This design comes from an exercise in tuning for small area, a short achievable clock period and few clock cycles per item on the open sky130 flow, not from production work.
Where RTL was checked, it was by simulation tests only, not by an equivalence proof against the original.

==> flow/design.v <==
module fft2d_top (
  input  logic                          clk,
  input  logic                          arst_n,
  input  logic                          in_valid,
  output logic                          in_ready,
  input  logic signed [16-1:0]  in_re,
  input  logic signed [16-1:0]  in_im,
  output logic                          out_valid,
  input  logic                          out_ready,
  output logic signed [20-1:0] out_re,
  output logic signed [20-1:0] out_im,
  output logic                          out_last
);
  localparam int IW = 16;    
  localparam int AW = IW + 1;         
  localparam int RW = 18;   
  localparam int ZW = RW + 1;         
  localparam int OW = 20;   
  localparam int EW = 2 * RW;         
  logic                 xv;         
  logic [1:0]           xc;         
  logic signed [IW-1:0] xre, xim;   
  logic                 xgo;        
  logic                 rv;         
  logic                 ins;        
  logic                 in_fire;
  logic                 xv_n;       
  logic [1:0]           xc_n;
  logic                 rv_n;
  logic signed [IW-1:0] x0r, x0i;   
  logic signed [AW-1:0] pr, pim;    
  logic signed [AW-1:0] qr, qim;    
  logic signed [AW-1:0] cr, cim;    
  logic signed [AW-1:0] dr, dim;    
  logic signed [AW-1:0] ur, ui;     
  logic signed [AW-1:0] vr, vi;     
  logic signed [AW-1:0] sr, si;     
  logic signed [AW-1:0] tr, ti;     
  assign xgo     = xv && !(xc == 2'd1 && rv);
  assign in_fire = in_valid && in_ready;
  assign xv_n = in_fire || (xv && !xgo);
  assign xc_n = xgo ? xc + 2'd1 : xc;
  assign rv_n = (xgo && xc == 2'd3) || (rv && !ins);
  always_ff @(posedge clk)
  begin
    if (in_fire)
    begin
      xre <= in_re;
      xim <= in_im;
    end
  end
  always_ff @(posedge clk or negedge arst_n)
  begin
    if (!arst_n)
    begin
      xv       <= 1'b0;
      xc       <= '0;
      rv       <= 1'b0;
      in_ready <= 1'b1;
    end
    else
    begin
      xv       <= xv_n;
      xc       <= xc_n;
      rv       <= rv_n;
      in_ready <= !(xv_n && xc_n == 2'd1 && rv_n);
    end
  end
  assign ur = xc[0] ? qr : AW'(x0r);
  assign ui = xc[0] ? qim : AW'(x0i);
  assign vr = AW'(xre);
  assign vi = AW'(xim);
  assign sr = ur + vr;
  assign si = ui + vi;
  assign tr = ur + ~vr + AW'(1);
  assign ti = ui + ~vi + AW'(1);
  always_ff @(posedge clk)
  begin
    if (xgo)
    begin
      case (xc)
        2'd0:
        begin
          x0r <= xre;
          x0i <= xim;
        end
        2'd1:
        begin
          qr  <= vr;
          qim <= vi;
        end
        2'd2:
        begin
          pr  <= sr;
          pim <= si;
          cr  <= tr;
          cim <= ti;
        end
        default:
        begin
          qr  <= sr;
          qim <= si;
          dr  <= tr;
          dim <= ti;
        end
      endcase
    end
  end
  logic [EW-1:0] w [4];
  logic signed [RW-1:0] w0r, w0i, w1r, w1i, w2r, w2i, w3r, w3i;
  assign w0r = RW'(pr)  + RW'(qr);
  assign w0i = RW'(pim) + RW'(qim);
  assign w2r = RW'(pr)  - RW'(qr);
  assign w2i = RW'(pim) - RW'(qim);
  assign w1r = RW'(cr)  + RW'(dim);
  assign w1i = RW'(cim) - RW'(dr);
  assign w3r = RW'(cr)  - RW'(dim);
  assign w3i = RW'(cim) + RW'(dr);
  assign w[0] = {w0i, w0r};
  assign w[1] = {w1i, w1r};
  assign w[2] = {w2i, w2r};
  assign w[3] = {w3i, w3r};
  logic [15:0][EW-1:0] m;        
  logic [3:0]          v;        
  logic [3:0]          e;        
  logic                mode;     
  logic                hmode_n;  
  logic [1:0]          wrow;     
  logic                ld1;      
  logic                cons;     
  logic [1:0]          bin;      
  logic [1:0]          rcol;     
  logic                rdf;      
  assign e[0] = cons || !v[0];
  assign e[1] = cons || !(v[0] && v[1]);
  assign e[2] = cons || !(v[0] && v[1] && v[2]);
  assign e[3] = cons || !(v[0] && v[1] && v[2] && v[3]);
  assign ins  = rv && e[3];
  for (genvar gi = 0; gi < 4; gi++)
  begin : g_row
    for (genvar gj = 0; gj < 4; gj++)
    begin : g_col
      logic          en;
      logic [EW-1:0] src0;   
      logic [EW-1:0] src1;   
      if (gj == 3)
        assign src0 = w[gi];
      else
        assign src0 = m[gi*4 + gj + 1];
      if (gi == 3)
        assign src1 = w[gj];
      else
        assign src1 = m[(gi+1)*4 + gj];
      assign en = mode ? e[gi] : e[gj];
      always_ff @(posedge clk)
      begin
        if (en)
          m[gi*4 + gj] <= mode ? src1 : src0;
      end
    end
  end
  always_ff @(posedge clk or negedge arst_n)
  begin
    if (!arst_n)
    begin
      v       <= '0;
      mode    <= 1'b0;
      hmode_n <= 1'b1;
      wrow    <= '0;
      rdf     <= 1'b0;
    end
    else
    begin
      for (int j = 0; j < 3; j++)
        if (e[j])
          v[j] <= v[j+1];
      if (e[3])
        v[3] <= rv;
      if (ins)
      begin
        wrow <= wrow + 2'd1;
        if (wrow == 2'd3)
        begin
          mode    <= ~mode;   
          hmode_n <= mode;
        end
      end
      if (ins && wrow == 2'd3)
        rdf <= 1'b1;
      else if (cons && rcol == 2'd3)
        rdf <= 1'b0;
    end
  end
  logic signed [RW-1:0] hr [4];   
  logic signed [RW-1:0] hi [4];
  logic signed [RW-1:0] gr, gi, kr, ki;   
  logic                 odd;
  logic signed [ZW-1:0] a2r, a2i, a3r, a3i;   
  logic                 s1v;      
  logic [1:0]           s1b;      
  logic                 s1l;      
  logic signed [ZW-1:0] xr, xi, fr, fi;
  logic                 nr, ni;   
  logic signed [OW-1:0] yr, yi;
  logic                 oa;       
  logic                 kv;       
  logic signed [OW-1:0] kre, kim;
  logic                 klast;
  logic                 s1go;     
  for (genvar g = 0; g < 4; g++)
  begin : g_head
    logic [EW-1:0] h;
    assign h     = hmode_n ? m[g*4] : m[g];
    assign hr[g] = h[RW-1:0];
    assign hi[g] = h[EW-1:RW];
  end
  assign odd = bin[0];
  assign gr  = odd ? hi[1] : hr[1];
  assign gi  = odd ? hr[1] : hi[1];
  assign kr  = odd ? hi[3] : hr[3];
  assign ki  = odd ? hr[3] : hi[3];
  assign a2r = ZW'(hr[2]) ^ {ZW{odd}};
  assign a2i = ZW'(hi[2]) ^ {ZW{odd}};
  assign a3r = ZW'(kr) ^ {ZW{odd}};
  assign a3i = ZW'(ki) ^ {ZW{odd}};
  assign ld1  = rdf && !(s1v && out_valid && kv);
  assign cons = ld1 && (bin == 2'd3);
  always_ff @(posedge clk)
  begin
    if (ld1)
    begin
      xr  <= ZW'(hr[0]) + a2r + ZW'(odd);
      xi  <= ZW'(hi[0]) + a2i + ZW'(odd);
      fr  <= ZW'(gr) + a3r + ZW'(odd);
      fi  <= ZW'(gi) + a3i + ZW'(odd);
      s1b <= bin;
      s1l <= (bin == 2'd3) && (rcol == 2'd3);
    end
  end
  assign nr = s1b[1];
  assign ni = s1b[1] ^ s1b[0];
  assign yr = OW'(xr) + (OW'(fr) ^ {OW{nr}}) + OW'(nr);
  assign yi = OW'(xi) + (OW'(fi) ^ {OW{ni}}) + OW'(ni);
  assign oa   = !out_valid || out_ready;
  assign s1go = s1v && (!kv || oa);
  always_ff @(posedge clk or negedge arst_n)
  begin
    if (!arst_n)
    begin
      s1v       <= 1'b0;
      kv        <= 1'b0;
      out_valid <= 1'b0;
      bin       <= '0;
      rcol      <= '0;
    end
    else
    begin
      s1v       <= ld1 || (s1v && !s1go);
      kv        <= oa ? (kv && s1v) : (kv || s1v);
      out_valid <= oa ? (kv || s1v) : 1'b1;
      if (ld1)
        bin <= bin + 2'd1;
      if (cons)
        rcol <= rcol + 2'd1;
    end
  end
  always_ff @(posedge clk)
  begin
    if (s1v && (kv == oa))
    begin
      kre   <= yr;
      kim   <= yi;
      klast <= s1l;
    end
    if (oa && (kv || s1v))
    begin
      out_re   <= kv ? kre : yr;
      out_im   <= kv ? kim : yi;
      out_last <= kv ? klast : s1l;
    end
  end
endmodule
export LEC_CHECK = 0
export ABC_AREA = 1
export CAP_MARGIN = 20
export CORE_MARGIN = 2
export CORE_UTILIZATION = 40
export PLACE_DENSITY = 0.6
export SETUP_SLACK_MARGIN = 3.0
export SLEW_MARGIN = 20
create_clock -name core_clock -period 6.0 [get_ports {clk}]
run.sh (not shown) runs the stock make flow with config.mk's settings and CLKGATE_MAP_FILE= SYNTH_SCRIPT=/design/flow/synth_recipe.tcl, a recipe that flattens the netlist after the stock synthesis.
Testbench counts at the start, summed over its fixed seeds: cycles 6,304, samples 6,144.
==> next run, changes <==
--- a/flow/config.mk
+++ b/flow/config.mk
@@ -6,5 +6,4 @@
 export NUM_CORES = 4
 export LEC_CHECK = 0
-export ABC_AREA = 1
 export CAP_MARGIN = 20
 export CORE_MARGIN = 2
Effect:
- flip-flop and latch count stays the same
- via count shrinks by 19%
- clock skew falls by 58 ps
- setup slack gets worse by 560 ps
- global-route usage decreases by 1.0 points
- clock-buffer cell count shrinks by 8
- register-to-register slack got worse by 560 ps

========
Another version of the RTL of fft2d_top (not shown whole).
Size in the first run: about 910 flip-flops.
Settings: LEC_CHECK=0, CAP_MARGIN=20, CORE_MARGIN=2, CORE_UTILIZATION=40, PLACE_DENSITY=0.6, SLEW_MARGIN=20; clock period 6.0 ns.
Rerun with:
--- a/flow/config.mk
+++ b/flow/config.mk
@@ -11,2 +11,3 @@
 export PLACE_DENSITY = 0.6
+export SETUP_SLACK_MARGIN = 3.0
 export SLEW_MARGIN = 20
After rerunning:
- The new run completed without violations
- via count grows by 6.4%
- cell area climbs by 13%
- die area is unchanged
- final cell count rose by 4.9%
- area after synthesis is unchanged
Function was not checked in any run of this note: the RTL went through the layout flow alone.

========
## pepper
Another version of the RTL of fft2d_top (not shown whole).
Size: ~4400 cells after synthesis.
export LEC_CHECK = 0
export CAP_MARGIN = 20
export CORE_MARGIN = 2
export CORE_UTILIZATION = 40
export CTS_CLUSTER_DIAMETER = 80
export CTS_CLUSTER_SIZE = 24
export PLACE_DENSITY = 0.6
export SETUP_SLACK_MARGIN = 3.0
export SLEW_MARGIN = 20
create_clock -name core_clock -period 6.0 [get_ports {clk}]
In summary, pepper completed successfully, with a layout that passed the timing, design-rule and antenna checks.
Input changes introduced in sierra (baseline for comparison: pepper):
-- flow/config.mk --
<<< pepper, line 6
export NUM_CORES = 4
export LEC_CHECK = 0
export CAP_MARGIN = 20
export CORE_MARGIN = 2
>>> sierra, line 6
export NUM_CORES = 4
export LEC_CHECK = 0
export ABC_AREA = 1
export CAP_MARGIN = 20
export CORE_MARGIN = 2
## What came out
sierra ended with less distinct cell type count of the synthesized netlist than pepper.
Status | sierra and pepper | clean
As of sierra, synthesized cell count had risen by more than a quarter compared to pepper.
pepper vs sierra, combinational family with the most area after synthesis: compound AO/OA/AOI/OAI gates vs simple AND/OR/NAND/NOR gates
Of sierra and pepper, the run reporting the lower fraction of standard cell area that is sequential was sierra.
Function was not checked in any run of this note: the RTL went through the layout flow alone.

-- static timing again, ports no longer ideal --
Ports are ideal in the flow. The routed layouts listed here were re-timed in OpenROAD.
Step 1: set_driving_cell puts a clkbuf_16 on clk and a buf_2 on each other input, an assumption about the parent block.
Step 2 adds t to the input delays and takes it off the output delays; t is the mean of the earliest and latest rising clock arrival at the registers after step 1. Input paths then give back, and output paths get back, about the clock's delay inside the block.
a / b / c = no drivers / after step 1 / after step 2; a / b = the first two.
run	t, ns	setup slack, ns	worst setup path at the end	worst slew at a driven data input, ns
the first run of note 1	0.809	2.948 / 2.948 / 2.849	input to register	0.04
the second run of note 1	0.764	2.385 / 2.385 / 2.385	register to register	0.06
the first run of note 2	0.775	1.176 / 1.176 / 1.176	register to register	0.06
the second run of note 2	0.764	2.194 / 2.194 / 2.194	register to register	0.06
pepper	0.726	2.645 / 2.645 / 2.645	register to register	0.05
sierra	0.760	3.009 / 3.009 / 3.009	register to register	0.04
After both steps setup and hold are still met in every run listed. The setup slack of the first run of note 1, which loses most, moves by 0.000 ns with the drivers and by -0.099 ns with both steps.
